From an optimization exercise on the open Yosys and OpenROAD flow, aimed at small area, a short achievable clock period and few clock cycles; shortcuts taken in it are not production practice. The RTL was checked by simulation tests, not by an equivalence proof against the original design. No activity file was given, so power comes from the tool's default toggle rates.

Design wasm_module_stream_parser, start of the top module:
module wasm_module_stream_parser #(
  parameter int LENGTH_BITS = wmsp_pkg::LENGTH_BITS_DEF
) (
  input  logic        clk,
  input  logic        rst_n,
  input  logic        in_valid,
  output logic        in_ready,
  input  logic [7:0]  in_data,
  output logic        out_valid,
  input  logic        out_ready,
  output logic [3:0]  out_event,
  output logic [7:0]  out_section_id,
  output logic [31:0] out_entry_index,
  output logic [7:0]  out_kind,
  output logic [63:0] out_value,
  output logic        out_last,
  input  logic        cfg_valid,
  output logic        cfg_ready,
  input  logic [31:0] cfg_module_length
);
Size: about 170 I/O pins.
export LEC_CHECK = 0
export CAP_MARGIN = 20
export CORE_MARGIN = 2
export CORE_UTILIZATION = 40
export SLEW_MARGIN = 20
create_clock -name core_clock -period 13.5 [get_ports {clk}]
standard.sh (not shown) runs the stock make flow with config.mk's settings and CLKGATE_MAP_FILE= SYNTH_SCRIPT=/design/flow/synth_recipe.tcl, a recipe that flattens the netlist after the stock synthesis.
==> flow/flow/run.sh <==
#!/bin/bash
# Layout flow: the standard flow (standard synthesis, floorplan, power
# grid, placement, CTS, routing), with these changes to how cells are chosen:
#  - every input and output port still gets its own buffer, but a plain
#    sky130_fd_sc_hd__buf_1 instead of the default delay buffer;
#  - clock tree synthesis uses clkbuf_4 buffers and inserts no dummy loads;
#  - timing repair aims for 9 ns of setup slack at the (unchanged) clock
#    period, so that it works on paths that already meet it.
# The constraints (constraint.sdc, clock period) are the standard flow's, unchanged.
# All of the make output goes to flow.log in this folder; each ORFS step
# also writes its own log under orfs/logs/.
set -euo pipefail
cd "$(dirname "$0")/.."
export BUFFER_PORTS_ARGS="-buffer_cell sky130_fd_sc_hd__buf_1"
export SETUP_SLACK_MARGIN=9
export CTS_ARGS="-sink_clustering_enable -repair_clock_nets -dont_use_dummy_load -buf_list sky130_fd_sc_hd__clkbuf_4"
if ! bash standard.sh finish > flow.log 2>&1; then
  tail -n 40 flow.log
  exit 1
fi
Testbench counts at the start, summed over its fixed seeds: cycles 31,454.
Edit:
--- a/flow/flow/run.sh
+++ b/flow/flow/run.sh
@@ -5,3 +5,3 @@
 #    sky130_fd_sc_hd__buf_1 instead of the default delay buffer;
-#  - clock tree synthesis uses clkbuf_4 buffers and inserts no dummy loads;
+#  - clock tree synthesis uses clkbuf_8 buffers and inserts no dummy loads;
 #  - timing repair aims for 9 ns of setup slack at the (unchanged) clock
@@ -15,3 +15,3 @@
 export SETUP_SLACK_MARGIN=9
-export CTS_ARGS="-sink_clustering_enable -repair_clock_nets -dont_use_dummy_load -buf_list sky130_fd_sc_hd__clkbuf_4"
+export CTS_ARGS="-sink_clustering_enable -repair_clock_nets -dont_use_dummy_load -buf_list sky130_fd_sc_hd__clkbuf_8"
 if ! bash standard.sh finish > flow.log 2>&1; then
Area after synthesis does not change.
Register-to-register slack hardly moves.
Wire length is lower by 1.1%.
Die area does not change.
Setup slack is better by 0.27 ns.
Sequential share of layout area is about the same.
Global-route usage went down by 0.44 points.
Clock power rose by about 8%.
Power went up by 1.4%.
Via count goes down by 1.2%.

* * *

wasm_module_stream_parser, a different RTL version from the one above (not shown whole).
Size in the first run: roughly 450 flip-flops, ~170 I/O pins, about 26,000 um^2 of cells after synthesis.
==> flow/config.mk <==
export PLATFORM = sky130hd
export DESIGN_NAME = wasm_module_stream_parser
export DESIGN_NICKNAME = wasm_module_stream_parser
export VERILOG_FILES = /design/flow/design.v
export SDC_FILE = /design/flow/constraint.sdc
export NUM_CORES = 4
export LEC_CHECK = 0
export CAP_MARGIN = 20
export CORE_MARGIN = 2
export CORE_UTILIZATION = 40
export SLEW_MARGIN = 20
==> flow/constraint.sdc <==
create_clock -name core_clock -period 13.5 [get_ports {clk}]
set_input_delay 2.7000 -clock core_clock [delete_from_list [all_inputs] [get_ports {clk}]]
set_output_delay 2.7000 -clock core_clock [all_outputs]
set_load 0.01 [all_outputs]
==> flow/flow/run.sh <==
#!/bin/bash
# Layout flow: the standard flow (standard synthesis, floorplan, power
# grid, placement, CTS, routing), with these changes to how cells are chosen:
#  - every input and output port still gets its own buffer, but a plain
#    sky130_fd_sc_hd__buf_1 instead of the default delay buffer;
#  - clock tree synthesis uses clkbuf_8 buffers and inserts no dummy loads;
#  - timing repair aims for 9 ns of setup slack at the (unchanged) clock
#    period, so that it works on paths that already meet it.
# The constraints (constraint.sdc, clock period) are the standard flow's, unchanged.
# All of the make output goes to flow.log in this folder; each ORFS step
# also writes its own log under orfs/logs/.
set -euo pipefail
cd "$(dirname "$0")/.."
export BUFFER_PORTS_ARGS="-buffer_cell sky130_fd_sc_hd__buf_1"
export SETUP_SLACK_MARGIN=9
export CTS_ARGS="-sink_clustering_enable -repair_clock_nets -dont_use_dummy_load -buf_list sky130_fd_sc_hd__clkbuf_8"
if ! bash standard.sh finish > flow.log 2>&1; then
  tail -n 40 flow.log
  exit 1
fi
Testbench counts at the start, summed over its fixed seeds: cycles 31,454.
Next try:
==> flow/flow/run.sh (replaced) <==
#!/bin/bash
# Layout flow: the standard flow (standard synthesis, floorplan, power
# grid, placement, CTS, routing), with two changes to how cells are chosen:
#  - every input and output port still gets its own buffer, but a plain
#    sky130_fd_sc_hd__buf_1 instead of the default delay buffer;
#  - clock tree synthesis uses clkbuf_8 buffers and inserts no dummy loads.
# The constraints (constraint.sdc, clock period) are the standard flow's, unchanged.
# All of the make output goes to flow.log in this folder; each ORFS step
# also writes its own log under orfs/logs/.
set -euo pipefail
cd "$(dirname "$0")/.."
export BUFFER_PORTS_ARGS="-buffer_cell sky130_fd_sc_hd__buf_1"
export CTS_ARGS="-sink_clustering_enable -repair_clock_nets -dont_use_dummy_load -buf_list sky130_fd_sc_hd__clkbuf_8"
if ! bash standard.sh finish > flow.log 2>&1; then
  tail -n 40 flow.log
  exit 1
fi
=>
- The new run completed without violations
- clock-buffer cell count is lower by 2
- register-to-register slack loses 1.2 ns
- critical path depth rises by 7
- synthesized cell count stays the same
- global-route usage came out lower by 1.1 points
- synthesized area is unchanged
- wire length decreases by 4.0%
- non-clock buffer count falls by 37
- clock power falls by about 4%

[separate check: timing with driven ports]
Ports are ideal in the flow. The routed layouts listed here were re-timed in OpenROAD. Step 1, drivers: a clkbuf_16 drives clk and a buf_2 each remaining input, both assumed. Step 2 adds t to the input delays and takes it off the output delays; t is the mean of the earliest and latest rising clock arrival at the registers after step 1. Input paths then give back, and output paths get back, about the clock's delay inside the block. Three values: ideal ports, drivers, drivers and shift; two values: the first two.
run	shift t [ns]	setup WS [ns]	worst slew at a driven data input, ns
the first run of note 1	0.943	8.756 / 8.701 / 8.508	0.06
the second run of note 1	0.703	9.029 / 8.975 / 8.488	0.06
the first run of note 2	0.706	8.635 / 8.576 / 8.591	0.05
the second run of note 2	0.699	7.906 / 7.906 / 7.906	0.04
After both steps setup and hold are still met in every run listed. For the second run of note 1, which loses most, drivers alone change the setup slack by -0.054 ns; drivers and shift together by -0.541 ns.
